Context: an optimization exercise on an open-source flow, tuned for small area, a short achievable clock period and few clock cycles. The choices shown serve that exercise and are no tape-out recipe.
The RTL was checked by simulation tests, not by an equivalence proof against the original design.

## flow/design.v (module list and top-level ports; edited modules follow where they fit)
// module cosinos_datapath: 1565 lines
// module cosinos_nbooth: 16 lines
// module cosinos_log2: 17 lines
// module cosinos_fa: 10 lines
// module cosinos_ha: 9 lines
// module cosinos_core: 56 lines
module cosinos_core (
  input  logic            clk,
  input  logic            rst,
  input  logic            start,
  input  logic [cosinos_pkg::X_W-1:0]  x,
  input  logic [cosinos_pkg::Y_W-1:0]  y,
  output logic [1:0]      intpart,
  output logic [7:0]      fracpart,
  output logic            done
);
  // ...
==> flow/run.sh <==
#!/bin/bash
# synth_recipe.tcl (not shown) runs the flow's synth.tcl, then flattens the netlist and writes it again
# the make line also repeats each setting of config.mk as NAME=value (left out here)
make -C /OpenROAD-flow-scripts/flow DESIGN_CONFIG=/design/flow/config.mk WORK_HOME=/design/flow/orfs CLKGATE_MAP_FILE= SYNTH_SCRIPT=/design/flow/synth_recipe.tcl finish
==> flow/config.mk <==
export PLATFORM = sky130hd
export DESIGN_NAME = cosinos_core
export DESIGN_NICKNAME = cosinos_core
export VERILOG_FILES = /design/flow/design.v
export SDC_FILE = /design/flow/constraint.sdc
export NUM_CORES = 4
export LEC_CHECK = 0
export CAP_MARGIN = 20
export CORE_MARGIN = 2
export CORE_UTILIZATION = 40
export SETUP_SLACK_MARGIN = 4
export SLEW_MARGIN = 20
export SYNTH_HIERARCHICAL = 1
==> flow/constraint.sdc <==
create_clock -name core_clock -period 11.0 [get_ports {clk}]
set_input_delay 2.2000 -clock core_clock [delete_from_list [all_inputs] [get_ports {clk}]]
set_output_delay 2.2000 -clock core_clock [all_outputs]
set_load 0.01 [all_outputs]
==> summary.txt, run 1 <==
Run status
  – Status: no timing/DRC/antenna violations

CTS
  – Clock sink count: 122
  – CTS-repair resized insts: 0
  – CTS root buf: clkbuf_16

Layout
  – Final #Nets: 2858
  – Layout cell share with drive strength beyond 1: 0.0648
  – Clock buf count: 24
  – Reg area: 2860 µm²
  – Post-route non-filler standard cell count: 3187
  – Signal buffers: 100

Hold path
  – Hold crit path type: reg2reg

Synthesis
  – Area leader, netlist: fa_1
  – Part of the Yosys area used for sequential elements: 0.128
  – Ranking of synthesized cells by area: fa_1 20%, xnor2_1 12%, ha_1 11%
  – Yosys cell types: 101

Setup path
  – CP endpoint kind: flip-flop
  – Reg-to-Reg End: u_dp.m[15]
  – Crit-path leading delay family: adder cells
  – Worst Setup SP: u_dp.m[23]

Floorplanning
  – IO Count: 32
  – Die ar.: 57500 µm²

Placement
  – Placed insts: 3143
  – RePlAce Congestion: 0.879

Timing
  – Clock skew: 0.0133 ns

Routing
  – DR vias: 19000

Global route
  – Largest net degree at the start of global routing: 69
Testbench counts, summed over its fixed seeds: cycles 14,976.
==> run 2, diff against run 1 <==
--- a/flow/design.v
+++ b/flow/design.v
@@ -25,16 +25,18 @@
   logic [19:0]        x2_r;
   logic [10:0]        sel_one, sel_two, sel_neg;
   logic               en_r;
   logic signed [11:0] ylog_r;
   logic               pst_r;
   logic [19:0]        x2_in, sq_s, sq_c;
   logic [10:0]        xi_one, xi_two, xi_neg;    
   logic [10:0]        xr_one, xr_two, xr_neg;    
+  logic [22:0]        bi, br;
+  logic signed [11:0] thr;
   logic [10:0]        r_one, r_two, r_neg;
   logic [39:0]        a_s, a_c, a_sum;
   logic [8:0]         mlog, xlog, ylog;
   logic [23:0]        mabs;
   logic signed [11:0] kb;
   logic               pst_in, pst0;
   always_comb begin
     case (n)
@@ -43,18 +45,28 @@
       3'd3: begin r_one = 11'b00000110110; r_two = 11'b00000001001; r_neg = 11'b00000001001; end
       3'd4: begin r_one = 11'b00000111000; r_two = 11'b00000000110; r_neg = 11'b00000011010; end
       3'd5: begin r_one = 11'b00000000100; r_two = 11'b00000010000; r_neg = 11'b00000000100; end
       3'd6: begin r_one = 11'b00000010100; r_two = 11'b00000001010; r_neg = 11'b00000000110; end
       3'd7: begin r_one = 11'b00000010101; r_two = 11'b00000000000; r_neg = 11'b00000000000; end
       default: begin r_one = 11'b0; r_two = 11'b0; r_neg = 11'b0; end
     endcase
   end
-  cosinos_nbooth u_bi (.v(x2_in), .one(xi_one), .two(xi_two), .neg(xi_neg));
-  cosinos_nbooth u_br (.v(x2_r),  .one(xr_one), .two(xr_two), .neg(xr_neg));
+  assign bi = {2'b00, x2_in, 1'b0};
+  assign br = {2'b00, x2_r, 1'b0};
+  always_comb begin
+    for (int i = 0; i < 11; i++) begin
+      xi_one[i] = bi[2*i+1] ^ bi[2*i];
+      xi_two[i] = (bi[2*i+2] & ~bi[2*i+1] & ~bi[2*i]) | (~bi[2*i+2] & bi[2*i+1] & bi[2*i]);
+      xi_neg[i] = ~bi[2*i+2] & (bi[2*i+1] | bi[2*i]);
+      xr_one[i] = br[2*i+1] ^ br[2*i];
+      xr_two[i] = (br[2*i+2] & ~br[2*i+1] & ~br[2*i]) | (~br[2*i+2] & br[2*i+1] & br[2*i]);
+      xr_neg[i] = ~br[2*i+2] & (br[2*i+1] | br[2*i]);
+    end
+  end
   always_ff @(posedge clk) begin
     if (start) begin
       sel_one <= xi_one;
       sel_two <= xi_two;
       sel_neg <= xi_neg;
     end else if (pha) begin
       sel_one <= r_one;
       sel_two <= r_two;
@@ -1247,58 +1259,58 @@
   cosinos_fa u_w355 (.a(w14), .b(w38), .c(w62), .s(w355), .co(w356));
   cosinos_ha u_w357 (.a(w86), .b(w110), .s(w357), .co(w358));
   cosinos_fa u_w359 (.a(w15), .b(w39), .c(w63), .s(w359), .co(w360));
   cosinos_fa u_w361 (.a(w87), .b(w111), .c(w135), .s(w361), .co(w362));
   cosinos_ha u_w363 (.a(w159), .b(w183), .s(w363), .co(w364));
   cosinos_fa u_w365 (.a(w16), .b(w40), .c(w64), .s(w365), .co(w366));
   cosinos_fa u_w367 (.a(w88), .b(w112), .c(w136), .s(w367), .co(w368));
   cosinos_ha u_w369 (.a(w160), .b(w184), .s(w369), .co(w370));
-  cosinos_fa u_w371 (.a(w287), .b(w65), .c(w89), .s(w371), .co(w372));
-  cosinos_fa u_w373 (.a(w113), .b(w137), .c(w161), .s(w373), .co(w374));
-  cosinos_fa u_w375 (.a(w185), .b(w209), .c(sel_neg[8]), .s(w375), .co(w376));
-  cosinos_fa u_w377 (.a(w289), .b(w66), .c(w90), .s(w377), .co(w378));
-  cosinos_fa u_w379 (.a(w114), .b(w138), .c(w162), .s(w379), .co(w380));
-  cosinos_fa u_w381 (.a(w186), .b(w210), .c(w288), .s(w381), .co(w382));
-  cosinos_fa u_w383 (.a(w291), .b(w293), .c(w139), .s(w383), .co(w384));
-  cosinos_fa u_w385 (.a(w163), .b(w187), .c(w211), .s(w385), .co(w386));
-  cosinos_fa u_w387 (.a(w235), .b(sel_neg[9]), .c(w290), .s(w387), .co(w388));
-  cosinos_fa u_w389 (.a(w295), .b(w297), .c(w140), .s(w389), .co(w390));
-  cosinos_fa u_w391 (.a(w164), .b(w188), .c(w212), .s(w391), .co(w392));
-  cosinos_fa u_w393 (.a(w236), .b(w292), .c(w294), .s(w393), .co(w394));
-  cosinos_fa u_w395 (.a(w299), .b(w301), .c(w303), .s(w395), .co(w396));
-  cosinos_fa u_w397 (.a(w213), .b(w237), .c(w261), .s(w397), .co(w398));
-  cosinos_fa u_w399 (.a(sel_neg[10]), .b(w296), .c(w298), .s(w399), .co(w400));
-  cosinos_fa u_w401 (.a(w305), .b(w307), .c(w309), .s(w401), .co(w402));
-  cosinos_fa u_w403 (.a(w214), .b(w238), .c(w262), .s(w403), .co(w404));
-  cosinos_fa u_w405 (.a(w300), .b(w302), .c(w304), .s(w405), .co(w406));
-  cosinos_fa u_w407 (.a(w311), .b(w313), .c(w315), .s(w407), .co(w408));
-  cosinos_fa u_w409 (.a(w215), .b(w239), .c(w263), .s(w409), .co(w410));
-  cosinos_fa u_w411 (.a(w306), .b(w308), .c(w310), .s(w411), .co(w412));
-  cosinos_fa u_w413 (.a(w317), .b(w319), .c(w321), .s(w413), .co(w414));
-  cosinos_fa u_w415 (.a(w216), .b(w240), .c(w264), .s(w415), .co(w416));
-  cosinos_fa u_w417 (.a(w312), .b(w314), .c(w316), .s(w417), .co(w418));
-  cosinos_fa u_w419 (.a(w323), .b(w325), .c(w327), .s(w419), .co(w420));
-  cosinos_fa u_w421 (.a(w217), .b(w241), .c(w265), .s(w421), .co(w422));
-  cosinos_fa u_w423 (.a(w318), .b(w320), .c(w322), .s(w423), .co(w424));
-  cosinos_fa u_w425 (.a(w329), .b(w331), .c(w333), .s(w425), .co(w426));
-  cosinos_fa u_w427 (.a(w218), .b(w242), .c(w266), .s(w427), .co(w428));
-  cosinos_fa u_w429 (.a(w324), .b(w326), .c(w328), .s(w429), .co(w430));
-  cosinos_fa u_w431 (.a(w335), .b(w337), .c(w195), .s(w431), .co(w432));
-  cosinos_fa u_w433 (.a(w219), .b(w243), .c(w267), .s(w433), .co(w434));
-  cosinos_fa u_w435 (.a(w330), .b(w332), .c(w334), .s(w435), .co(w436));
-  cosinos_fa u_w437 (.a(w339), .b(w341), .c(w172), .s(w437), .co(w438));
-  cosinos_fa u_w439 (.a(w196), .b(w220), .c(w244), .s(w439), .co(w440));
-  cosinos_fa u_w441 (.a(w268), .b(w336), .c(w338), .s(w441), .co(w442));
-  cosinos_fa u_w443 (.a(w343), .b(w149), .c(w173), .s(w443), .co(w444));
-  cosinos_fa u_w445 (.a(w197), .b(w221), .c(w245), .s(w445), .co(w446));
-  cosinos_fa u_w447 (.a(w269), .b(w340), .c(w342), .s(w447), .co(w448));
-  cosinos_fa u_w449 (.a(w345), .b(w126), .c(w150), .s(w449), .co(w450));
-  cosinos_fa u_w451 (.a(w174), .b(w198), .c(w222), .s(w451), .co(w452));
-  cosinos_fa u_w453 (.a(w246), .b(w270), .c(w344), .s(w453), .co(w454));
+  cosinos_fa u_w371 (.a(w65), .b(w89), .c(w113), .s(w371), .co(w372));
+  cosinos_fa u_w373 (.a(w137), .b(w161), .c(w185), .s(w373), .co(w374));
+  cosinos_fa u_w375 (.a(w209), .b(sel_neg[8]), .c(w287), .s(w375), .co(w376));
+  cosinos_fa u_w377 (.a(w66), .b(w90), .c(w114), .s(w377), .co(w378));
+  cosinos_fa u_w379 (.a(w138), .b(w162), .c(w186), .s(w379), .co(w380));
+  cosinos_fa u_w381 (.a(w210), .b(w288), .c(w289), .s(w381), .co(w382));
+  cosinos_fa u_w383 (.a(w139), .b(w163), .c(w187), .s(w383), .co(w384));
+  cosinos_fa u_w385 (.a(w211), .b(w235), .c(sel_neg[9]), .s(w385), .co(w386));
+  cosinos_fa u_w387 (.a(w290), .b(w293), .c(w291), .s(w387), .co(w388));
+  cosinos_fa u_w389 (.a(w140), .b(w164), .c(w188), .s(w389), .co(w390));
+  cosinos_fa u_w391 (.a(w212), .b(w236), .c(w294), .s(w391), .co(w392));
+  cosinos_fa u_w393 (.a(w297), .b(w292), .c(w295), .s(w393), .co(w394));
+  cosinos_fa u_w395 (.a(w213), .b(w237), .c(w261), .s(w395), .co(w396));
+  cosinos_fa u_w397 (.a(sel_neg[10]), .b(w298), .c(w303), .s(w397), .co(w398));
+  cosinos_fa u_w399 (.a(w296), .b(w299), .c(w301), .s(w399), .co(w400));
+  cosinos_fa u_w401 (.a(w214), .b(w238), .c(w262), .s(w401), .co(w402));
+  cosinos_fa u_w403 (.a(w304), .b(w309), .c(w300), .s(w403), .co(w404));
+  cosinos_fa u_w405 (.a(w302), .b(w305), .c(w307), .s(w405), .co(w406));
+  cosinos_fa u_w407 (.a(w215), .b(w239), .c(w263), .s(w407), .co(w408));
+  cosinos_fa u_w409 (.a(w310), .b(w315), .c(w306), .s(w409), .co(w410));
+  cosinos_fa u_w411 (.a(w308), .b(w311), .c(w313), .s(w411), .co(w412));
+  cosinos_fa u_w413 (.a(w216), .b(w240), .c(w264), .s(w413), .co(w414));
+  cosinos_fa u_w415 (.a(w316), .b(w321), .c(w312), .s(w415), .co(w416));
+  cosinos_fa u_w417 (.a(w314), .b(w317), .c(w319), .s(w417), .co(w418));
+  cosinos_fa u_w419 (.a(w217), .b(w241), .c(w265), .s(w419), .co(w420));
+  cosinos_fa u_w421 (.a(w323), .b(w322), .c(w318), .s(w421), .co(w422));
+  cosinos_fa u_w423 (.a(w320), .b(w325), .c(w327), .s(w423), .co(w424));
+  cosinos_fa u_w425 (.a(w218), .b(w242), .c(w266), .s(w425), .co(w426));
+  cosinos_fa u_w427 (.a(w324), .b(w329), .c(w333), .s(w427), .co(w428));
+  cosinos_fa u_w429 (.a(w326), .b(w328), .c(w331), .s(w429), .co(w430));
+  cosinos_fa u_w431 (.a(w195), .b(w219), .c(w243), .s(w431), .co(w432));
+  cosinos_fa u_w433 (.a(w267), .b(w330), .c(w334), .s(w433), .co(w434));
+  cosinos_fa u_w435 (.a(w332), .b(w335), .c(w337), .s(w435), .co(w436));
+  cosinos_fa u_w437 (.a(w172), .b(w196), .c(w220), .s(w437), .co(w438));
+  cosinos_fa u_w439 (.a(w244), .b(w268), .c(w339), .s(w439), .co(w440));
+  cosinos_fa u_w441 (.a(w341), .b(w336), .c(w338), .s(w441), .co(w442));
+  cosinos_fa u_w443 (.a(w149), .b(w173), .c(w197), .s(w443), .co(w444));
+  cosinos_fa u_w445 (.a(w221), .b(w245), .c(w269), .s(w445), .co(w446));
+  cosinos_fa u_w447 (.a(w340), .b(w342), .c(w343), .s(w447), .co(w448));
+  cosinos_fa u_w449 (.a(w126), .b(w150), .c(w174), .s(w449), .co(w450));
+  cosinos_fa u_w451 (.a(w198), .b(w222), .c(w246), .s(w451), .co(w452));
+  cosinos_fa u_w453 (.a(w270), .b(w345), .c(w344), .s(w453), .co(w454));
   cosinos_fa u_w455 (.a(w104), .b(w127), .c(w151), .s(w455), .co(w456));
   cosinos_fa u_w457 (.a(w175), .b(w199), .c(w223), .s(w457), .co(w458));
   cosinos_fa u_w459 (.a(w247), .b(w271), .c(w346), .s(w459), .co(w460));
   assign w461 = ~(w128 ^ w152);
   assign w462 = w128 | w152;
   cosinos_fa u_w463 (.a(w176), .b(w200), .c(w224), .s(w463), .co(w464));
   cosinos_ha u_w465 (.a(w248), .b(w272), .s(w465), .co(w466));
   cosinos_fa u_w467 (.a(w130), .b(w153), .c(w177), .s(w467), .co(w468));
@@ -1310,150 +1322,150 @@
   assign w477 = ~w180;
   assign w478 = w180;
   cosinos_ha u_w479 (.a(w7), .b(w31), .s(w479), .co(w480));
   cosinos_ha u_w481 (.a(w8), .b(w32), .s(w481), .co(w482));
   cosinos_fa u_w483 (.a(w9), .b(w33), .c(w57), .s(w483), .co(w484));
   cosinos_ha u_w485 (.a(w81), .b(w105), .s(w485), .co(w486));
   cosinos_fa u_w487 (.a(w10), .b(w34), .c(w58), .s(w487), .co(w488));
   cosinos_ha u_w489 (.a(w82), .b(w106), .s(w489), .co(w490));
-  cosinos_fa u_w491 (.a(w347), .b(w59), .c(w83), .s(w491), .co(w492));
-  cosinos_fa u_w493 (.a(w107), .b(w131), .c(sel_neg[5]), .s(w493), .co(w494));
-  cosinos_fa u_w495 (.a(w349), .b(w60), .c(w84), .s(w495), .co(w496));
-  cosinos_fa u_w497 (.a(w108), .b(w132), .c(w348), .s(w497), .co(w498));
-  cosinos_fa u_w499 (.a(w351), .b(w353), .c(w133), .s(w499), .co(w500));
-  cosinos_fa u_w501 (.a(w157), .b(sel_neg[6]), .c(w350), .s(w501), .co(w502));
-  cosinos_fa u_w503 (.a(w355), .b(w357), .c(w134), .s(w503), .co(w504));
-  cosinos_fa u_w505 (.a(w158), .b(w352), .c(w354), .s(w505), .co(w506));
-  cosinos_fa u_w507 (.a(w359), .b(w361), .c(w363), .s(w507), .co(w508));
-  cosinos_fa u_w509 (.a(sel_neg[7]), .b(w356), .c(w358), .s(w509), .co(w510));
-  cosinos_fa u_w511 (.a(w365), .b(w367), .c(w369), .s(w511), .co(w512));
-  cosinos_fa u_w513 (.a(w360), .b(w362), .c(w364), .s(w513), .co(w514));
-  cosinos_fa u_w515 (.a(w371), .b(w373), .c(w375), .s(w515), .co(w516));
-  cosinos_fa u_w517 (.a(w366), .b(w368), .c(w370), .s(w517), .co(w518));
-  cosinos_fa u_w519 (.a(w377), .b(w379), .c(w381), .s(w519), .co(w520));
-  cosinos_fa u_w521 (.a(w372), .b(w374), .c(w376), .s(w521), .co(w522));
-  cosinos_fa u_w523 (.a(w383), .b(w385), .c(w387), .s(w523), .co(w524));
-  cosinos_fa u_w525 (.a(w378), .b(w380), .c(w382), .s(w525), .co(w526));
-  cosinos_fa u_w527 (.a(w389), .b(w391), .c(w393), .s(w527), .co(w528));
-  cosinos_fa u_w529 (.a(w384), .b(w386), .c(w388), .s(w529), .co(w530));
-  cosinos_fa u_w531 (.a(w395), .b(w397), .c(w399), .s(w531), .co(w532));
-  cosinos_fa u_w533 (.a(w390), .b(w392), .c(w394), .s(w533), .co(w534));
-  cosinos_fa u_w535 (.a(w401), .b(w403), .c(w405), .s(w535), .co(w536));
-  cosinos_fa u_w537 (.a(w396), .b(w398), .c(w400), .s(w537), .co(w538));
-  cosinos_fa u_w539 (.a(w407), .b(w409), .c(w411), .s(w539), .co(w540));
-  cosinos_fa u_w541 (.a(w402), .b(w404), .c(w406), .s(w541), .co(w542));
-  cosinos_fa u_w543 (.a(w413), .b(w415), .c(w417), .s(w543), .co(w544));
-  cosinos_fa u_w545 (.a(w408), .b(w410), .c(w412), .s(w545), .co(w546));
-  cosinos_fa u_w547 (.a(w419), .b(w421), .c(w423), .s(w547), .co(w548));
-  cosinos_fa u_w549 (.a(w414), .b(w416), .c(w418), .s(w549), .co(w550));
-  cosinos_fa u_w551 (.a(w425), .b(w427), .c(w429), .s(w551), .co(w552));
-  cosinos_fa u_w553 (.a(w420), .b(w422), .c(w424), .s(w553), .co(w554));
-  cosinos_fa u_w555 (.a(w431), .b(w433), .c(w435), .s(w555), .co(w556));
-  cosinos_fa u_w557 (.a(w426), .b(w428), .c(w430), .s(w557), .co(w558));
-  cosinos_fa u_w559 (.a(w437), .b(w439), .c(w441), .s(w559), .co(w560));
-  cosinos_fa u_w561 (.a(w432), .b(w434), .c(w436), .s(w561), .co(w562));
-  cosinos_fa u_w563 (.a(w443), .b(w445), .c(w447), .s(w563), .co(w564));
-  cosinos_fa u_w565 (.a(w438), .b(w440), .c(w442), .s(w565), .co(w566));
-  cosinos_fa u_w567 (.a(w449), .b(w451), .c(w453), .s(w567), .co(w568));
-  cosinos_fa u_w569 (.a(w444), .b(w446), .c(w448), .s(w569), .co(w570));
-  cosinos_fa u_w571 (.a(w455), .b(w457), .c(w459), .s(w571), .co(w572));
-  cosinos_fa u_w573 (.a(w450), .b(w452), .c(w454), .s(w573), .co(w574));
-  cosinos_fa u_w575 (.a(w461), .b(w463), .c(w465), .s(w575), .co(w576));
-  cosinos_fa u_w577 (.a(w456), .b(w458), .c(w460), .s(w577), .co(w578));
-  cosinos_fa u_w579 (.a(w467), .b(w469), .c(w273), .s(w579), .co(w580));
-  cosinos_fa u_w581 (.a(w462), .b(w464), .c(w466), .s(w581), .co(w582));
-  cosinos_fa u_w583 (.a(w471), .b(w473), .c(w250), .s(w583), .co(w584));
-  cosinos_fa u_w585 (.a(w274), .b(w468), .c(w470), .s(w585), .co(w586));
-  cosinos_fa u_w587 (.a(w475), .b(w227), .c(w251), .s(w587), .co(w588));
-  cosinos_fa u_w589 (.a(w275), .b(w472), .c(w474), .s(w589), .co(w590));
-  cosinos_fa u_w591 (.a(w477), .b(w204), .c(w228), .s(w591), .co(w592));
-  cosinos_fa u_w593 (.a(w252), .b(w276), .c(w476), .s(w593), .co(w594));
+  cosinos_fa u_w491 (.a(w59), .b(w83), .c(w107), .s(w491), .co(w492));
+  cosinos_fa u_w493 (.a(w131), .b(sel_neg[5]), .c(w347), .s(w493), .co(w494));
+  cosinos_fa u_w495 (.a(w60), .b(w84), .c(w108), .s(w495), .co(w496));
+  cosinos_fa u_w497 (.a(w132), .b(w348), .c(w349), .s(w497), .co(w498));
+  cosinos_fa u_w499 (.a(w133), .b(w157), .c(sel_neg[6]), .s(w499), .co(w500));
+  cosinos_fa u_w501 (.a(w350), .b(w353), .c(w351), .s(w501), .co(w502));
+  cosinos_fa u_w503 (.a(w134), .b(w158), .c(w354), .s(w503), .co(w504));
+  cosinos_fa u_w505 (.a(w357), .b(w352), .c(w355), .s(w505), .co(w506));
+  cosinos_fa u_w507 (.a(sel_neg[7]), .b(w358), .c(w363), .s(w507), .co(w508));
+  cosinos_fa u_w509 (.a(w356), .b(w359), .c(w361), .s(w509), .co(w510));
+  cosinos_fa u_w511 (.a(w364), .b(w369), .c(w360), .s(w511), .co(w512));
+  cosinos_fa u_w513 (.a(w362), .b(w365), .c(w367), .s(w513), .co(w514));
+  cosinos_fa u_w515 (.a(w370), .b(w366), .c(w368), .s(w515), .co(w516));
+  cosinos_fa u_w517 (.a(w371), .b(w373), .c(w375), .s(w517), .co(w518));
+  cosinos_fa u_w519 (.a(w372), .b(w374), .c(w377), .s(w519), .co(w520));
+  cosinos_fa u_w521 (.a(w379), .b(w376), .c(w381), .s(w521), .co(w522));
+  cosinos_fa u_w523 (.a(w378), .b(w380), .c(w383), .s(w523), .co(w524));
+  cosinos_fa u_w525 (.a(w385), .b(w382), .c(w387), .s(w525), .co(w526));
+  cosinos_fa u_w527 (.a(w384), .b(w386), .c(w389), .s(w527), .co(w528));
+  cosinos_fa u_w529 (.a(w391), .b(w388), .c(w393), .s(w529), .co(w530));
+  cosinos_fa u_w531 (.a(w390), .b(w395), .c(w392), .s(w531), .co(w532));
+  cosinos_fa u_w533 (.a(w397), .b(w394), .c(w399), .s(w533), .co(w534));
+  cosinos_fa u_w535 (.a(w396), .b(w401), .c(w398), .s(w535), .co(w536));
+  cosinos_fa u_w537 (.a(w403), .b(w400), .c(w405), .s(w537), .co(w538));
+  cosinos_fa u_w539 (.a(w402), .b(w407), .c(w404), .s(w539), .co(w540));
+  cosinos_fa u_w541 (.a(w409), .b(w406), .c(w411), .s(w541), .co(w542));
+  cosinos_fa u_w543 (.a(w408), .b(w413), .c(w410), .s(w543), .co(w544));
+  cosinos_fa u_w545 (.a(w415), .b(w412), .c(w417), .s(w545), .co(w546));
+  cosinos_fa u_w547 (.a(w414), .b(w419), .c(w416), .s(w547), .co(w548));
+  cosinos_fa u_w549 (.a(w421), .b(w418), .c(w423), .s(w549), .co(w550));
+  cosinos_fa u_w551 (.a(w420), .b(w425), .c(w427), .s(w551), .co(w552));
+  cosinos_fa u_w553 (.a(w422), .b(w429), .c(w424), .s(w553), .co(w554));
+  cosinos_fa u_w555 (.a(w426), .b(w431), .c(w428), .s(w555), .co(w556));
+  cosinos_fa u_w557 (.a(w433), .b(w430), .c(w435), .s(w557), .co(w558));
+  cosinos_fa u_w559 (.a(w432), .b(w437), .c(w434), .s(w559), .co(w560));
+  cosinos_fa u_w561 (.a(w439), .b(w441), .c(w436), .s(w561), .co(w562));
+  cosinos_fa u_w563 (.a(w438), .b(w443), .c(w445), .s(w563), .co(w564));
+  cosinos_fa u_w565 (.a(w440), .b(w442), .c(w447), .s(w565), .co(w566));
+  cosinos_fa u_w567 (.a(w444), .b(w446), .c(w449), .s(w567), .co(w568));
+  cosinos_fa u_w569 (.a(w451), .b(w453), .c(w448), .s(w569), .co(w570));
+  cosinos_fa u_w571 (.a(w450), .b(w452), .c(w455), .s(w571), .co(w572));
+  cosinos_fa u_w573 (.a(w457), .b(w459), .c(w454), .s(w573), .co(w574));
+  cosinos_fa u_w575 (.a(w461), .b(w465), .c(w456), .s(w575), .co(w576));
+  cosinos_fa u_w577 (.a(w458), .b(w460), .c(w463), .s(w577), .co(w578));
+  cosinos_fa u_w579 (.a(w273), .b(w462), .c(w466), .s(w579), .co(w580));
+  cosinos_fa u_w581 (.a(w464), .b(w467), .c(w469), .s(w581), .co(w582));
+  cosinos_fa u_w583 (.a(w250), .b(w274), .c(w471), .s(w583), .co(w584));
+  cosinos_fa u_w585 (.a(w473), .b(w468), .c(w470), .s(w585), .co(w586));
+  cosinos_fa u_w587 (.a(w227), .b(w251), .c(w275), .s(w587), .co(w588));
+  cosinos_fa u_w589 (.a(w472), .b(w474), .c(w475), .s(w589), .co(w590));
+  cosinos_fa u_w591 (.a(w204), .b(w228), .c(w252), .s(w591), .co(w592));
+  cosinos_fa u_w593 (.a(w276), .b(w477), .c(w476), .s(w593), .co(w594));
   cosinos_fa u_w595 (.a(w182), .b(w205), .c(w229), .s(w595), .co(w596));
   cosinos_fa u_w597 (.a(w253), .b(w277), .c(w478), .s(w597), .co(w598));
   assign w599 = ~(w206 ^ w230);
   assign w600 = w206 | w230;
   cosinos_ha u_w601 (.a(w254), .b(w278), .s(w601), .co(w602));
   cosinos_fa u_w603 (.a(w208), .b(w231), .c(w255), .s(w603), .co(w604));
   assign w605 = ~w232;
   assign w606 = w232;
   cosinos_ha u_w607 (.a(w5), .b(w29), .s(w607), .co(w608));
   cosinos_ha u_w609 (.a(w6), .b(w30), .s(w609), .co(w610));
-  cosinos_fa u_w611 (.a(w479), .b(w55), .c(w79), .s(w611), .co(w612));
-  cosinos_fa u_w613 (.a(w481), .b(w56), .c(w80), .s(w613), .co(w614));
-  cosinos_fa u_w615 (.a(w483), .b(w485), .c(sel_neg[4]), .s(w615), .co(w616));
-  cosinos_fa u_w617 (.a(w487), .b(w489), .c(w484), .s(w617), .co(w618));
-  cosinos_fa u_w619 (.a(w491), .b(w493), .c(w488), .s(w619), .co(w620));
-  cosinos_fa u_w621 (.a(w495), .b(w497), .c(w492), .s(w621), .co(w622));
-  cosinos_fa u_w623 (.a(w499), .b(w501), .c(w496), .s(w623), .co(w624));
-  cosinos_fa u_w625 (.a(w503), .b(w505), .c(w500), .s(w625), .co(w626));
-  cosinos_fa u_w627 (.a(w507), .b(w509), .c(w504), .s(w627), .co(w628));
-  cosinos_fa u_w629 (.a(w511), .b(w513), .c(w508), .s(w629), .co(w630));
-  cosinos_fa u_w631 (.a(w515), .b(w517), .c(w512), .s(w631), .co(w632));
-  cosinos_fa u_w633 (.a(w519), .b(w521), .c(w516), .s(w633), .co(w634));
-  cosinos_fa u_w635 (.a(w523), .b(w525), .c(w520), .s(w635), .co(w636));
-  cosinos_fa u_w637 (.a(w527), .b(w529), .c(w524), .s(w637), .co(w638));
-  cosinos_fa u_w639 (.a(w531), .b(w533), .c(w528), .s(w639), .co(w640));
-  cosinos_fa u_w641 (.a(w535), .b(w537), .c(w532), .s(w641), .co(w642));
-  cosinos_fa u_w643 (.a(w539), .b(w541), .c(w536), .s(w643), .co(w644));
-  cosinos_fa u_w645 (.a(w543), .b(w545), .c(w540), .s(w645), .co(w646));
-  cosinos_fa u_w647 (.a(w547), .b(w549), .c(w544), .s(w647), .co(w648));
-  cosinos_fa u_w649 (.a(w551), .b(w553), .c(w548), .s(w649), .co(w650));
-  cosinos_fa u_w651 (.a(w555), .b(w557), .c(w552), .s(w651), .co(w652));
-  cosinos_fa u_w653 (.a(w559), .b(w561), .c(w556), .s(w653), .co(w654));
-  cosinos_fa u_w655 (.a(w563), .b(w565), .c(w560), .s(w655), .co(w656));
-  cosinos_fa u_w657 (.a(w567), .b(w569), .c(w564), .s(w657), .co(w658));
-  cosinos_fa u_w659 (.a(w571), .b(w573), .c(w568), .s(w659), .co(w660));
-  cosinos_fa u_w661 (.a(w575), .b(w577), .c(w572), .s(w661), .co(w662));
-  cosinos_fa u_w663 (.a(w579), .b(w581), .c(w576), .s(w663), .co(w664));
-  cosinos_fa u_w665 (.a(w583), .b(w585), .c(w580), .s(w665), .co(w666));
-  cosinos_fa u_w667 (.a(w587), .b(w589), .c(w584), .s(w667), .co(w668));
-  cosinos_fa u_w669 (.a(w591), .b(w593), .c(w588), .s(w669), .co(w670));
-  cosinos_fa u_w671 (.a(w595), .b(w597), .c(w592), .s(w671), .co(w672));
+  cosinos_fa u_w611 (.a(w55), .b(w79), .c(sel_neg[3]), .s(w611), .co(w612));
+  cosinos_fa u_w613 (.a(w56), .b(w80), .c(w480), .s(w613), .co(w614));
+  cosinos_fa u_w615 (.a(sel_neg[4]), .b(w482), .c(w485), .s(w615), .co(w616));
+  cosinos_fa u_w617 (.a(w486), .b(w489), .c(w484), .s(w617), .co(w618));
+  cosinos_fa u_w619 (.a(w490), .b(w488), .c(w491), .s(w619), .co(w620));
+  cosinos_fa u_w621 (.a(w492), .b(w495), .c(w494), .s(w621), .co(w622));
+  cosinos_fa u_w623 (.a(w496), .b(w499), .c(w498), .s(w623), .co(w624));
+  cosinos_fa u_w625 (.a(w500), .b(w503), .c(w502), .s(w625), .co(w626));
+  cosinos_fa u_w627 (.a(w504), .b(w507), .c(w506), .s(w627), .co(w628));
+  cosinos_fa u_w629 (.a(w508), .b(w511), .c(w510), .s(w629), .co(w630));
+  cosinos_fa u_w631 (.a(w512), .b(w515), .c(w514), .s(w631), .co(w632));
+  cosinos_fa u_w633 (.a(w516), .b(w519), .c(w518), .s(w633), .co(w634));
+  cosinos_fa u_w635 (.a(w520), .b(w523), .c(w522), .s(w635), .co(w636));
+  cosinos_fa u_w637 (.a(w524), .b(w527), .c(w526), .s(w637), .co(w638));
+  cosinos_fa u_w639 (.a(w528), .b(w531), .c(w530), .s(w639), .co(w640));
+  cosinos_fa u_w641 (.a(w532), .b(w535), .c(w534), .s(w641), .co(w642));
+  cosinos_fa u_w643 (.a(w536), .b(w539), .c(w538), .s(w643), .co(w644));
+  cosinos_fa u_w645 (.a(w540), .b(w543), .c(w542), .s(w645), .co(w646));
+  cosinos_fa u_w647 (.a(w544), .b(w547), .c(w546), .s(w647), .co(w648));
+  cosinos_fa u_w649 (.a(w551), .b(w548), .c(w550), .s(w649), .co(w650));
+  cosinos_fa u_w651 (.a(w555), .b(w552), .c(w554), .s(w651), .co(w652));
+  cosinos_fa u_w653 (.a(w559), .b(w556), .c(w558), .s(w653), .co(w654));
+  cosinos_fa u_w655 (.a(w560), .b(w563), .c(w562), .s(w655), .co(w656));
+  cosinos_fa u_w657 (.a(w567), .b(w564), .c(w566), .s(w657), .co(w658));
+  cosinos_fa u_w659 (.a(w568), .b(w571), .c(w573), .s(w659), .co(w660));
+  cosinos_fa u_w661 (.a(w575), .b(w572), .c(w577), .s(w661), .co(w662));
+  cosinos_fa u_w663 (.a(w579), .b(w576), .c(w578), .s(w663), .co(w664));
+  cosinos_fa u_w665 (.a(w580), .b(w583), .c(w585), .s(w665), .co(w666));
+  cosinos_fa u_w667 (.a(w587), .b(w584), .c(w586), .s(w667), .co(w668));
+  cosinos_fa u_w669 (.a(w588), .b(w591), .c(w593), .s(w669), .co(w670));
+  cosinos_fa u_w671 (.a(w592), .b(w595), .c(w597), .s(w671), .co(w672));
   cosinos_fa u_w673 (.a(w599), .b(w601), .c(w596), .s(w673), .co(w674));
-  cosinos_fa u_w675 (.a(w603), .b(w279), .c(w600), .s(w675), .co(w676));
-  cosinos_fa u_w677 (.a(w605), .b(w256), .c(w280), .s(w677), .co(w678));
+  cosinos_fa u_w675 (.a(w279), .b(w600), .c(w602), .s(w675), .co(w676));
+  cosinos_fa u_w677 (.a(w256), .b(w280), .c(w605), .s(w677), .co(w678));
   cosinos_ha u_w679 (.a(w3), .b(w27), .s(w679), .co(w680));
   cosinos_ha u_w681 (.a(w4), .b(w28), .s(w681), .co(w682));
-  cosinos_fa u_w683 (.a(w607), .b(w53), .c(sel_neg[2]), .s(w683), .co(w684));
-  cosinos_fa u_w685 (.a(w609), .b(w54), .c(w608), .s(w685), .co(w686));
-  cosinos_fa u_w687 (.a(w611), .b(sel_neg[3]), .c(w610), .s(w687), .co(w688));
-  cosinos_fa u_w689 (.a(w613), .b(w480), .c(w612), .s(w689), .co(w690));
-  cosinos_fa u_w691 (.a(w615), .b(w482), .c(w614), .s(w691), .co(w692));
-  cosinos_fa u_w693 (.a(w617), .b(w486), .c(w616), .s(w693), .co(w694));
-  cosinos_fa u_w695 (.a(w619), .b(w490), .c(w618), .s(w695), .co(w696));
-  cosinos_fa u_w697 (.a(w621), .b(w494), .c(w620), .s(w697), .co(w698));
-  cosinos_fa u_w699 (.a(w623), .b(w498), .c(w622), .s(w699), .co(w700));
-  cosinos_fa u_w701 (.a(w625), .b(w502), .c(w624), .s(w701), .co(w702));
-  cosinos_fa u_w703 (.a(w627), .b(w506), .c(w626), .s(w703), .co(w704));
-  cosinos_fa u_w705 (.a(w629), .b(w510), .c(w628), .s(w705), .co(w706));
-  cosinos_fa u_w707 (.a(w631), .b(w514), .c(w630), .s(w707), .co(w708));
-  cosinos_fa u_w709 (.a(w633), .b(w518), .c(w632), .s(w709), .co(w710));
-  cosinos_fa u_w711 (.a(w635), .b(w522), .c(w634), .s(w711), .co(w712));
-  cosinos_fa u_w713 (.a(w637), .b(w526), .c(w636), .s(w713), .co(w714));
-  cosinos_fa u_w715 (.a(w639), .b(w530), .c(w638), .s(w715), .co(w716));
-  cosinos_fa u_w717 (.a(w641), .b(w534), .c(w640), .s(w717), .co(w718));
-  cosinos_fa u_w719 (.a(w643), .b(w538), .c(w642), .s(w719), .co(w720));
-  cosinos_fa u_w721 (.a(w645), .b(w542), .c(w644), .s(w721), .co(w722));
-  cosinos_fa u_w723 (.a(w647), .b(w546), .c(w646), .s(w723), .co(w724));
-  cosinos_fa u_w725 (.a(w649), .b(w550), .c(w648), .s(w725), .co(w726));
-  cosinos_fa u_w727 (.a(w651), .b(w554), .c(w650), .s(w727), .co(w728));
-  cosinos_fa u_w729 (.a(w653), .b(w558), .c(w652), .s(w729), .co(w730));
-  cosinos_fa u_w731 (.a(w655), .b(w562), .c(w654), .s(w731), .co(w732));
-  cosinos_fa u_w733 (.a(w657), .b(w566), .c(w656), .s(w733), .co(w734));
-  cosinos_fa u_w735 (.a(w659), .b(w570), .c(w658), .s(w735), .co(w736));
-  cosinos_fa u_w737 (.a(w661), .b(w574), .c(w660), .s(w737), .co(w738));
-  cosinos_fa u_w739 (.a(w663), .b(w578), .c(w662), .s(w739), .co(w740));
-  cosinos_fa u_w741 (.a(w665), .b(w582), .c(w664), .s(w741), .co(w742));
-  cosinos_fa u_w743 (.a(w667), .b(w586), .c(w666), .s(w743), .co(w744));
-  cosinos_fa u_w745 (.a(w669), .b(w590), .c(w668), .s(w745), .co(w746));
-  cosinos_fa u_w747 (.a(w671), .b(w594), .c(w670), .s(w747), .co(w748));
-  cosinos_fa u_w749 (.a(w673), .b(w598), .c(w672), .s(w749), .co(w750));
-  cosinos_fa u_w751 (.a(w675), .b(w602), .c(w674), .s(w751), .co(w752));
-  cosinos_fa u_w753 (.a(w677), .b(w604), .c(w676), .s(w753), .co(w754));
+  cosinos_fa u_w683 (.a(w53), .b(sel_neg[2]), .c(w607), .s(w683), .co(w684));
+  cosinos_fa u_w685 (.a(w54), .b(w608), .c(w609), .s(w685), .co(w686));
+  cosinos_fa u_w687 (.a(w610), .b(w479), .c(w611), .s(w687), .co(w688));
+  cosinos_fa u_w689 (.a(w481), .b(w612), .c(w613), .s(w689), .co(w690));
+  cosinos_fa u_w691 (.a(w483), .b(w614), .c(w615), .s(w691), .co(w692));
+  cosinos_fa u_w693 (.a(w487), .b(w616), .c(w617), .s(w693), .co(w694));
+  cosinos_fa u_w695 (.a(w493), .b(w618), .c(w619), .s(w695), .co(w696));
+  cosinos_fa u_w697 (.a(w497), .b(w620), .c(w621), .s(w697), .co(w698));
+  cosinos_fa u_w699 (.a(w501), .b(w622), .c(w623), .s(w699), .co(w700));
+  cosinos_fa u_w701 (.a(w505), .b(w624), .c(w625), .s(w701), .co(w702));
+  cosinos_fa u_w703 (.a(w509), .b(w626), .c(w627), .s(w703), .co(w704));
+  cosinos_fa u_w705 (.a(w513), .b(w628), .c(w629), .s(w705), .co(w706));
+  cosinos_fa u_w707 (.a(w517), .b(w630), .c(w631), .s(w707), .co(w708));
+  cosinos_fa u_w709 (.a(w521), .b(w632), .c(w633), .s(w709), .co(w710));
+  cosinos_fa u_w711 (.a(w525), .b(w634), .c(w635), .s(w711), .co(w712));
+  cosinos_fa u_w713 (.a(w529), .b(w636), .c(w637), .s(w713), .co(w714));
+  cosinos_fa u_w715 (.a(w533), .b(w638), .c(w639), .s(w715), .co(w716));
+  cosinos_fa u_w717 (.a(w537), .b(w640), .c(w641), .s(w717), .co(w718));
+  cosinos_fa u_w719 (.a(w541), .b(w642), .c(w643), .s(w719), .co(w720));
+  cosinos_fa u_w721 (.a(w545), .b(w644), .c(w645), .s(w721), .co(w722));
+  cosinos_fa u_w723 (.a(w549), .b(w646), .c(w647), .s(w723), .co(w724));
+  cosinos_fa u_w725 (.a(w553), .b(w648), .c(w649), .s(w725), .co(w726));
+  cosinos_fa u_w727 (.a(w557), .b(w651), .c(w650), .s(w727), .co(w728));
+  cosinos_fa u_w729 (.a(w561), .b(w652), .c(w653), .s(w729), .co(w730));
+  cosinos_fa u_w731 (.a(w565), .b(w655), .c(w654), .s(w731), .co(w732));
+  cosinos_fa u_w733 (.a(w569), .b(w657), .c(w656), .s(w733), .co(w734));
+  cosinos_fa u_w735 (.a(w570), .b(w659), .c(w658), .s(w735), .co(w736));
+  cosinos_fa u_w737 (.a(w574), .b(w661), .c(w660), .s(w737), .co(w738));
+  cosinos_fa u_w739 (.a(w581), .b(w663), .c(w662), .s(w739), .co(w740));
+  cosinos_fa u_w741 (.a(w582), .b(w664), .c(w665), .s(w741), .co(w742));
+  cosinos_fa u_w743 (.a(w589), .b(w667), .c(w666), .s(w743), .co(w744));
+  cosinos_fa u_w745 (.a(w590), .b(w668), .c(w669), .s(w745), .co(w746));
+  cosinos_fa u_w747 (.a(w594), .b(w671), .c(w670), .s(w747), .co(w748));
+  cosinos_fa u_w749 (.a(w598), .b(w673), .c(w672), .s(w749), .co(w750));
+  cosinos_fa u_w751 (.a(w603), .b(w675), .c(w674), .s(w751), .co(w752));
+  cosinos_fa u_w753 (.a(w604), .b(w677), .c(w676), .s(w753), .co(w754));
   assign a_s = {w753, w751, w749, w747, w745, w743, w741, w739, w737, w735, w733, w731, w729, w727, w725, w723, w721, w719, w717, w715, w713, w711, w709, w707, w705, w703, w701, w699, w697, w695, w693, w691, w689, w687, w685, w683, w681, w679, w2, w1};
   assign a_c = {w752, w750, w748, w746, w744, w742, w740, w738, w736, w734, w732, w730, w728, w726, w724, w722, w720, w718, w716, w714, w712, w710, w708, w706, w704, w702, w700, w698, w696, w694, w692, w690, w688, w686, w684, w682, w680, sel_neg[1], 1'b0, sel_neg[0]};
   assign a_sum = a_s + a_c;
   assign w755 = x[0] & x[1];
   assign w756 = x[0] & x[2];
   assign w757 = x[0] & x[3];
   assign w758 = x[0] & x[4];
   assign w759 = x[0] & x[5];
@@ -1500,34 +1512,34 @@
   cosinos_ha u_w800 (.a(w761), .b(w768), .s(w800), .co(w801));
   cosinos_ha u_w802 (.a(w762), .b(w769), .s(w802), .co(w803));
   cosinos_fa u_w804 (.a(w763), .b(w770), .c(w776), .s(w804), .co(w805));
   cosinos_ha u_w806 (.a(w781), .b(w785), .s(w806), .co(w807));
   cosinos_fa u_w808 (.a(w771), .b(w777), .c(w782), .s(w808), .co(w809));
   cosinos_fa u_w810 (.a(w778), .b(w783), .c(w787), .s(w810), .co(w811));
   cosinos_ha u_w812 (.a(w759), .b(w766), .s(w812), .co(w813));
   cosinos_ha u_w814 (.a(w760), .b(w767), .s(w814), .co(w815));
-  cosinos_fa u_w816 (.a(w800), .b(w774), .c(w779), .s(w816), .co(w817));
-  cosinos_fa u_w818 (.a(w802), .b(w775), .c(w780), .s(w818), .co(w819));
-  cosinos_fa u_w820 (.a(w804), .b(w806), .c(x[5]), .s(w820), .co(w821));
-  cosinos_fa u_w822 (.a(w808), .b(w786), .c(w805), .s(w822), .co(w823));
-  cosinos_fa u_w824 (.a(w810), .b(w790), .c(x[6]), .s(w824), .co(w825));
+  cosinos_fa u_w816 (.a(w774), .b(w779), .c(x[4]), .s(w816), .co(w817));
+  cosinos_fa u_w818 (.a(w775), .b(w780), .c(w801), .s(w818), .co(w819));
+  cosinos_fa u_w820 (.a(x[5]), .b(w803), .c(w806), .s(w820), .co(w821));
+  cosinos_fa u_w822 (.a(w786), .b(w807), .c(w805), .s(w822), .co(w823));
+  cosinos_fa u_w824 (.a(w790), .b(x[6]), .c(w809), .s(w824), .co(w825));
   cosinos_fa u_w826 (.a(w784), .b(w788), .c(w791), .s(w826), .co(w827));
   cosinos_fa u_w828 (.a(w789), .b(w792), .c(w794), .s(w828), .co(w829));
   cosinos_ha u_w830 (.a(w757), .b(w764), .s(w830), .co(w831));
   cosinos_ha u_w832 (.a(w758), .b(w765), .s(w832), .co(w833));
-  cosinos_fa u_w834 (.a(w812), .b(w772), .c(x[3]), .s(w834), .co(w835));
-  cosinos_fa u_w836 (.a(w814), .b(w773), .c(w813), .s(w836), .co(w837));
-  cosinos_fa u_w838 (.a(w816), .b(x[4]), .c(w815), .s(w838), .co(w839));
-  cosinos_fa u_w840 (.a(w818), .b(w801), .c(w817), .s(w840), .co(w841));
-  cosinos_fa u_w842 (.a(w820), .b(w803), .c(w819), .s(w842), .co(w843));
-  cosinos_fa u_w844 (.a(w822), .b(w807), .c(w821), .s(w844), .co(w845));
-  cosinos_fa u_w846 (.a(w824), .b(w809), .c(w823), .s(w846), .co(w847));
-  cosinos_fa u_w848 (.a(w826), .b(w811), .c(w825), .s(w848), .co(w849));
-  cosinos_fa u_w850 (.a(w828), .b(x[7]), .c(w827), .s(w850), .co(w851));
+  cosinos_fa u_w834 (.a(w772), .b(x[3]), .c(w812), .s(w834), .co(w835));
+  cosinos_fa u_w836 (.a(w773), .b(w813), .c(w814), .s(w836), .co(w837));
+  cosinos_fa u_w838 (.a(w815), .b(w800), .c(w816), .s(w838), .co(w839));
+  cosinos_fa u_w840 (.a(w802), .b(w817), .c(w818), .s(w840), .co(w841));
+  cosinos_fa u_w842 (.a(w804), .b(w819), .c(w820), .s(w842), .co(w843));
+  cosinos_fa u_w844 (.a(w808), .b(w821), .c(w822), .s(w844), .co(w845));
+  cosinos_fa u_w846 (.a(w810), .b(w823), .c(w824), .s(w846), .co(w847));
+  cosinos_fa u_w848 (.a(w811), .b(w826), .c(w825), .s(w848), .co(w849));
+  cosinos_fa u_w850 (.a(x[7]), .b(w827), .c(w828), .s(w850), .co(w851));
   cosinos_fa u_w852 (.a(w793), .b(w795), .c(w829), .s(w852), .co(w853));
   cosinos_fa u_w854 (.a(w796), .b(w797), .c(x[8]), .s(w854), .co(w855));
   assign sq_s = {1'b0, w799, w798, w854, w852, w850, w848, w846, w844, w842, w840, w838, w836, w834, w832, w830, w756, w755, 1'b0, x[0]};
   assign sq_c = {1'b0, x[9], w855, w853, w851, w849, w847, w845, w843, w841, w839, w837, w835, w833, w831, x[2], 1'b0, x[1], 1'b0, 1'b0};
   assign x2_in = sq_s + sq_c;
   assign stop_m = ($signed(m[23:8]) < $signed({8'd0, y_r}))
                 & ($signed(m) + $signed({8'd0, y_r, 8'd0}) > 24'sd0);
   assign mabs = m ^ {24{m[23]}};
@@ -1540,17 +1552,18 @@
       3'd2: kb = -12'sd549;
       3'd3: kb = -12'sd574;
       3'd4: kb = -12'sd594;
       3'd5: kb = -12'sd610;
       3'd6: kb = -12'sd624;
       default: kb = 12'sd0;
     endcase
   end
-  assign pst_in = en_r & (n != 3'd7) & (n != 3'd0) & ($signed({3'd0, mlog}) + kb < ylog_r);
+  assign thr    = ylog_r - kb;
+  assign pst_in = en_r & (n != 3'd7) & (n != 3'd0) & ($signed({3'd0, mlog}) < thr);
   assign pst0   = ($signed({1'b0, xlog, 2'b0}) + 12'sd4 - 12'sd451 < $signed({3'd0, ylog}));
   assign pstop  = pst_r;
   assign diff = sum - m[17:0];
   assign res  = add ? diff[17:8] : sum[17:8];
   always_ff @(posedge clk) begin
     if (start) begin
       en_r   <= (y != 8'd0) & (x != 10'd0) & (x < 10'd977);
       ylog_r <= $signed({3'd0, ylog}) - $signed({2'd0, xlog, 1'b0}) - 12'sd2;
@@ -1566,32 +1579,16 @@
     if (start) m <= {5'd0, x2_in[19:1]};
     else       m <= a_sum[39:16];
   end
   always_ff @(posedge clk) begin
     if (start)    sum <= 18'h10000;
     else if (add) sum <= diff;
   end
 endmodule
-module cosinos_nbooth (
-  input  logic [19:0] v,
-  output logic [10:0] one,
-  output logic [10:0] two,
-  output logic [10:0] neg
-);
-  logic [22:0] b;    
-  assign b = {2'b00, v, 1'b0};
-  always_comb begin
-    for (int i = 0; i < 11; i++) begin
-      one[i] = b[2*i+1] ^ b[2*i];
-      two[i] = (b[2*i+2] & ~b[2*i+1] & ~b[2*i]) | (~b[2*i+2] & b[2*i+1] & b[2*i]);
-      neg[i] = ~b[2*i+2] & (b[2*i+1] | b[2*i]);
-    end
-  end
-endmodule
 module cosinos_log2 #(
   parameter int W = 21
 ) (
   input  logic [W-1:0] v,
   output logic [8:0]   l
 );
   logic [4:0]   e;
   logic [W+3:0] vx;
==> flow/config.mk (replaced) <==
export PLATFORM = sky130hd
export DESIGN_NAME = cosinos_core
export DESIGN_NICKNAME = cosinos_core
export VERILOG_FILES = /design/flow/design.v
export SDC_FILE = /design/flow/constraint.sdc
export NUM_CORES = 4
export LEC_CHECK = 0
export CAP_MARGIN = 20
export CORE_MARGIN = 2
export CORE_UTILIZATION = 40
export SETUP_SLACK_MARGIN = 5
export SLEW_MARGIN = 20
export SYNTH_HIERARCHICAL = 1
==> summary.txt, run 2 <==
Layout
  – Most frequent cells in the layout: 264 x xnor2_1, 229 x a22oi_1, 221 x fa_1
  – Number of flip-flops under the largest register name: 24
  – Antenna diodes: 0
  – Fill count: 5214
  – Most common cell after layout, fill and taps aside: xnor2_1
  – Area grow syn2layout: 10.3%
  – Largest regs: u_dp.m: 24 flops, u_dp.x2_r: 19 flops, u_dp.sum: 18 flops
  – Final #Nets: 2826 (-1.1%)
  – Biggest register: u_dp.m
  – Post-route non-filler standard cell count: 3111 (-2.4%)
  – Layout cell share with drive strength beyond 1: 0.106 (+0.0416)

Placement
  – Placed insts: 3024 (-3.8%)
  – Post-detail-place hpwl: 46100 µm
  – RePlAce Congestion: 0.924 (+5.1%)
  – Port bufs: 31

Setup path
  – Worst reg2reg setup slack: 4.90 ns
  – Crit path DAT: 3.93 ns
  – Worst reg2reg path depth: 44
  – Crit-path max FO: 5
  – Critical path, cell by cell: buf_12 -> ha_4 -> inv_2 -> fa_2 -> o21bai_4 -> a21oi_2 -> o21bai_1 -> a21oi_2 -> o21bai_1 -> a21oi_2 -> buf_4 -> o21ai_0 -> o2111a_1 -> a21oi_2 -> nor2_2 -> buf_12 -> nand3b_1 -> a21oi_1 -> a21oi_2 -> nand3_1 -> buf_2
  – Crit path kind: reg2out
  – Slowest-stage cell, CP: fa_2
  – Reg-to-Reg End: u_dp.sum[17]
  – Worst r2r src: u_dp.m[8]
  – Cell repeated most along the worst path: a21oi_2
  – CP endpoint kind: output port
  – Startpoint Class: flip-flop
  – Worst EP required: 8.80 ns
  – Max stage delay on crit path: 0.36 ns

Timing
  – RSZ-0062 raised after global routing: true
  – Final hold viol count: 0
  – Final setup viols: 0
  – Period utilisation layout: 0.557
  – Clock skew: 0.00990 ns (-0.00338 ns)
  – Final TNS setup: 0 ns
  – Fin crit period: 6.13 ns
  – Max frequency: 163 MHz
  – Worst-Margin Slew: 0.998 ns
  – Relative slew slack: 0.334
  – Fin. max-slew vios: 0

Routing
  – DR vias: 18700 (-1.5%)
  – Final WL: 68200 µm
  – Detail Route Antenna Nets: 0
  – Drt drc: 0
  – Metal-1 WL: 28800 µm
  – TritonRoute pass-1 iters: 6
  – Wire per inst: 21.9 µm
  – Met2 wire len: 31200 µm
  – DRT iter0 DRCs: 1748
  – Metal3 WL: 5610 µm
  – Top routing layer in use: met5
  – Vias per std cell: 6.02

Floorplanning
  – Starting density of the core: 0.402
  – IO Count: 32 (unchanged)
  – Overall die width: 236 µm
  – Die ar.: 55800 µm² (-3.0%)
  – Die H: 236 µm
  – Rows: 85
  – Placeable Area: 53600 µm²

CTS
  – Clock latency (worst-skew pair): 0.44 ns
  – CTS tree: built
  – Num CTS Buffers: 17
  – Clock sink count: 120 (-1.6%)
  – Post-CTS Hold Fix Bufs: 0
  – Clock transition at the registers of the reported paths: 0.06 ns
  – Clock Tree Buf Depth: 2
  – H-tree depth: 4
  – CTS root buf: clkbuf_16

Global route
  – Vias in the first global route: 18800
  – Gr ovfl total: 0
  – Initial antenna violation count: 1
  – GRT Util Overall: 0.239
  – Global-route wire length before repair: 105000 µm
  – Largest net degree at the start of global routing: 97 (+41%)

Synthesis
  – Share of the synthesized area in the top cell type: 0.207
  – Part of the Yosys area used for sequential elements: 0.130 (+0.00215)
  – Synth Register Bits: 120
  – Asr flop ratio synth: 0
  – Post-synth top cells: 265 x xnor2_1, 229 x a22oi_1, 223 x fa_1
  – EDFF count, synth: 41
  – Area leader, netlist: fa_1
  – Mean post-synth cell area: 8.89 µm²
  – Yosys warns: 11
  – Top_reg_cell synth: dfxtp_1
  – Count leader, synth: xnor2_1
  – Ranking of synthesized cells by area: fa_1 21%, xnor2_1 11%, ha_1 10%
  – Yosys cell types: 103 (+2.0%)
  – Post-synthesis cell count: 2427
  – Synthesized cell area: 21600 µm²

Hold path
  – Hold Crit Start: have
  – WHS Endpoint: have
  – Hold crit path type: reg2reg
  – Hold Crit Depth: 1

Run status
  – Status: no timing/DRC/antenna violations

Job
  – Maxcap violations: 0
-- run 2: worst max path at each step --
stage	start	endpoint	slack [ns]	depth (start not counted)
floorplan	x[0]	u_dp.sel_neg[9]	5.03	14
global placement	u_dp.m[9]	intpart[1]	3.93	18
detailed placement	u_dp.m[9]	intpart[1]	3.78	15
CTS	u_dp.m[8]	u_dp.sum[17]	4.96	44
global route	u_dp.y_r[1]	u_dp.sum[17]	4.72	42
finish	u_dp.m[8]	intpart[1]	4.87	21
-- run 2: per-module statistics from Yosys (local to each module, per instance), excerpt --
module | flops+latches | times used | cell area, µm²
cosinos_datapath | 114 | 1 | 14700
cosinos_fa | 0 | 219 | 20.0
cosinos_ha | 0 | 34 | 12.5
cosinos_core | 6 | 1 | 272
-- run 2: kinds of logic (layout without fill, tap and decap cells) --
| logic type | Yosys count | after routing | share of synthesized area |
|---|---|---|---|
| buf+inv | 334 | 315 | 0.0628 |
| other cells | 3 | 10 | 0.000522 |
| compound gates | 674 | 674 | 0.216 |
| flops | 120 | 120 | 0.130 |
| simple gates | 518 | 518 | 0.122 |
| xor+xnor | 334 | 334 | 0.136 |
| mux | 41 | 41 | 0.0217 |
| fa+ha+maj | 403 | 403 | 0.311 |
-- run 2: layer usage --
metal / vias to the layer above / global-route usage
met1: 9220 / 0.315
met2: 887 / 0.389
met5: - / 0
li1: 8472 / -
met4: 2 / 0.0984
met3: 150 / 0.0415
-- run 2: per-stage QoR --
step | utilization | cell area, µm² | setup slack [ns] | hold slack (ns)
floorplan | - | 21600 | 5.03 | 0.433
detailed placement | 0.417 | 22400 | 3.78 | 0.462
finish | 0.444 | 23800 | 4.87 | 0.471
global placement | 0.417 | 22400 | 3.93 | 0.442
global route | 0.444 | 23800 | 4.72 | 0.486
CTS | 0.438 | 23500 | 4.96 | 0.475
-- run 2: area by class of cell --
cell class	count	area [µm²]	share of cell area
Multi-Input combinational cell	1980	17700	0.744
Sequential cell	120	2840	0.119
Timing Repair Buffer	140	1290	0.0544
Tap cell	696	871	0.0366
Inverter	143	542	0.0228
Clock buffer	24	482	0.0202
Clock inverter	8	71.3	0.00300
-- run 2: repair_timing --
action | CTS | global route
pin swaps | 20 | 21
setup endpoints to repair | 47 | 36
resized for setup | 149 | 82
buffers inserted | 44 | 8
gates cloned | 2 | 1
-- run 2: critical path, delay by kind of cell (launching register included) --
kind	cells	cell delay [ns]
fa+ha+maj	2	0.49
buf+inv	5	0.60
simple gates	3	0.44
compound gates	11	1.62
flops	1	0.35
Testbench counts of run 2, summed over its fixed seeds: cycles 14,976.
==> run 3, diff against run 2 <==
--- a/flow/config.mk
+++ b/flow/config.mk
@@ -8,5 +8,6 @@
 export CAP_MARGIN = 20
 export CORE_MARGIN = 2
-export CORE_UTILIZATION = 40
+export CORE_UTILIZATION = 55
+export PLACE_DENSITY = 0.7
 export SETUP_SLACK_MARGIN = 5
 export SLEW_MARGIN = 20
==> summary.txt, run 3 <==
Run status
  – Status: no timing/DRC/antenna violations

Global route
  – Gr ovfl total: 0 (unchanged)
  – Global-route wire length before repair: 102000 µm (-2.8%)
  – Largest net degree at the start of global routing: 98 (+1.0%)
  – Initial antenna violation count: 0 (-1)
  – GRT Util Overall: 0.314 (+0.0745)
  – Vias in the first global route: 19000 (+0.61%)

Setup path
  – Crit path kind: reg2out
  – Crit-path max FO: 6 (+1)
  – Worst EP required: 8.80 ns (about the same)
  – Startpoint Class: flip-flop
  – Crit path DAT: 3.91 ns (-0.02 ns)
  – CP endpoint kind: output port

Floorplanning
  – Rows: 72 (-15%)
  – IO Count: 32 (unchanged)
  – Die H: 202 µm (-14%)
  – Overall die width: 202 µm (-14%)
  – Starting density of the core: 0.558 (+0.156)
  – Die ar.: 40800 µm² (-27%)
  – Placeable Area: 38600 µm² (-28%)

Placement
  – Placed insts: 2849 (-5.8%)
  – Pre-CTS setup slack: 3.17 ns (-0.613 ns)
  – Post-DP Area: 22200 µm² (-0.89%)
  – Port bufs: 31 (unchanged)
  – RePlAce Congestion: 0.924 (unchanged)
  – Post-detail-place hpwl: 43600 µm (-5.4%)

Layout
  – Final #Nets: 2794 (-1.1%)
  – Post-route non-filler standard cell count: 2901 (-6.8%)
  – Layout cell share with drive strength beyond 1: 0.0936 (-0.0128)
  – Biggest register: u_dp.m
  – Antenna diodes: 0 (unchanged)
  – Fin area: 23300 µm² (-2.3%)
  – Most common cell after layout, fill and taps aside: xnor2_1
  – Most frequent cells in the layout: 263 x xnor2_1, 229 x a22oi_1, 222 x fa_1
  – Number of flip-flops under the largest register name: 24 (unchanged)
  – Largest regs: u_dp.m: 24 flops, u_dp.x2_r: 19 flops, u_dp.sum: 18 flops
  – Area grow syn2layout: 7.81%

Timing
  – Fin. max-slew vios: 0 (unchanged)
  – Final hold viol count: 0 (unchanged)
  – Max frequency: 164 MHz (+0.25%)
  – Relative slew slack: 0.295 (-0.0390)
  – Period utilisation layout: 0.555 (-0.00141)
  – RSZ-0062 raised after global routing: true
  – Clock skew: 0.0110 ns (+0.00114 ns)
  – Worst-Margin Slew: 1.06 ns (+0.0585 ns)
  – Post-route setup slack: 4.89 ns (+0.0155 ns)
  – Hold WS: 0.464 ns (-0.00702 ns)
  – Fin crit period: 6.11 ns (-0.0155 ns)
  – Final TNS setup: 0 ns (unchanged)
  – Final setup viols: 0 (unchanged)

CTS
  – Post-CTS Hold Fix Bufs: 0 (unchanged)
  – Num CTS Buffers: 17 (unchanged)
  – Clock sink count: 120 (unchanged)
  – CTS root buf: clkbuf_16
  – Clock Tree Buf Depth: 2 (unchanged)
  – H-tree depth: 4 (unchanged)
  – Clock transition at the registers of the reported paths: 0.05 ns (about the same)
  – Clock latency (worst-skew pair): 0.43 ns (about the same)
  – CTS tree: built

Synthesis
  – Synth Register Bits: 120 (unchanged)
  – Count leader, synth: xnor2_1
  – Ranking of synthesized cells by area: fa_1 21%, xnor2_1 11%, ha_1 10%
  – Asr flop ratio synth: 0 (unchanged)
  – Post-synthesis cell count: 2427 (unchanged)
  – Part of the Yosys area used for sequential elements: 0.130 (unchanged)
  – Share of the synthesized area in the top cell type: 0.207 (unchanged)
  – Top_reg_cell synth: dfxtp_1
  – Yosys cell types: 103 (unchanged)
  – Synthesized cell area: 21600 µm² (unchanged)
  – Post-synth top cells: 265 x xnor2_1, 229 x a22oi_1, 223 x fa_1
  – Area leader, netlist: fa_1
  – Yosys warns: 11 (unchanged)
  – EDFF count, synth: 41 (unchanged)
  – Mean post-synth cell area: 8.89 µm² (unchanged)

Routing
  – TritonRoute pass-1 iters: 6 (unchanged)
  – Detail Route Antenna Nets: 0 (unchanged)
  – Vias per std cell: 6.45 (+7.1%)
  – Final WL: 63700 µm (-6.6%)
  – DRT iter0 DRCs: 1693 (-3.1%)
  – Wire per inst: 21.9 µm (+0.19%)
  – Drt drc: 0 (unchanged)
  – DR vias: 18700 (-0.11%)

Job
  – Maxcap violations: 0 (unchanged)

Hold path
  – Hold crit path type: reg2reg
[run 3: cell counts after synthesis]
No cell type changed its count.
[run 3: final cells by class]
cell class	count	area [µm²]
multi-input cells	1981	17700
fillers	3307	15400
flip-flops and latches	120	2830
repair buffers	107	991
well taps	518	648
inverters	143	542
clock buffers	26	510
clock inverters	6	37.5
[run 3: per-module statistics from Yosys (local to each module, per instance), excerpt]
module            cells inside  area [µm²]  flops+latches
cosinos_fa                   1        20.0              0
cosinos_datapath          1892       14700            114
cosinos_core                29         272              6
cosinos_ha                   1        12.5              0
[run 3: kinds of logic (layout without fill, tap and decap cells)]
family | Yosys count | in the layout | synth area share
buffers and inverters | 334 | 282 | 0.0628
AOI/OAI and AO/OA | 674 | 674 | 0.216
other | 3 | 10 | 0.000522
xor gates and xnor gates | 334 | 334 | 0.136
adders and majority gates | 403 | 403 | 0.311
DFF | 120 | 120 | 0.130
and+or+nand+nor | 518 | 519 | 0.122
muxes | 41 | 41 | 0.0217
[run 3: final timing paths]
kind                 endpoint  slack [ns]  depth (start not counted)         from
hold / removal           have        0.46                          1         have
setup reg to reg   u_dp.m[17]        5.12                         18   u_dp.m[10]
hold reg to reg          have        0.46                          1         have
setup / recovery  fracpart[1]        4.89                         19  u_dp.y_r[0]
[run 3: critical path, cell delays in order, from the launching register on]
cell and delay (ns):
edfxtp_1 0.38, ha_2 0.20, inv_2 0.04, fa_2 0.36
o21bai_4 0.14, a21oi_2 0.08, o21bai_1 0.20, a21oi_2 0.11
o21bai_1 0.17, a21oi_2 0.11, xor2_1 0.15, and4_1 0.21
o2111a_1 0.26, a21oi_4 0.18, nor2_4 0.07, buf_6 0.13
buf_6 0.11, buf_6 0.13, mux2_4 0.31, buf_6 0.12
[run 3: repair_timing]
action                                  in CTS  in global routing
endpoints found under the hold margin        0                  0
buffers inserted                            16                  3
cloned                                       1                  0
resized for setup                          146                 81
endpoints found under the setup margin      48                 33
pin swaps                                   18                 21
[run 3: metrics by stage]
stage               utilization
floorplan                     -
global placement          0.574
detailed placement        0.574
CTS                       0.596
global route              0.602
finish                    0.602
[run 3: metal layers]
metal / vias to the layer above / wire length, µm / track usage
li1: 8419 / - / -
met5: - / 0 / 0
met4: 0 / 2650 / 0.151
met3: 173 / 6180 / 0.0569
met2: 1040 / 29100 / 0.499
met1: 9079 / 25700 / 0.415

port drivers added, routing unchanged:
Ports are ideal in the flow. The routed layouts listed here were re-timed in OpenROAD. Step 1: set_driving_cell puts a clkbuf_16 on clk and a buf_2 on each other input, an assumption about the parent block. Step 2 adds t to the input delays and takes it off the output delays; t is the mean of the earliest and latest rising clock arrival at the registers after step 1. Input paths then give back, and output paths get back, about the clock's delay inside the block. a / b / c = no drivers / after step 1 / after step 2; a / b = the first two.
run | shift t [ns] | setup WS [ns] | worst slew at a driven data input, ns
run 1 | 0.473 | 4.233 / 4.224 / 3.975 | 0.04
run 2 | 0.491 | 4.874 / 4.815 / 4.777 | 0.03
run 3 | 0.479 | 4.890 / 4.840 / 4.756 | 0.03
After both steps every run listed still meets setup and hold. For run 1, which loses most, drivers alone change the setup slack by -0.009 ns; drivers and shift together by -0.258 ns.
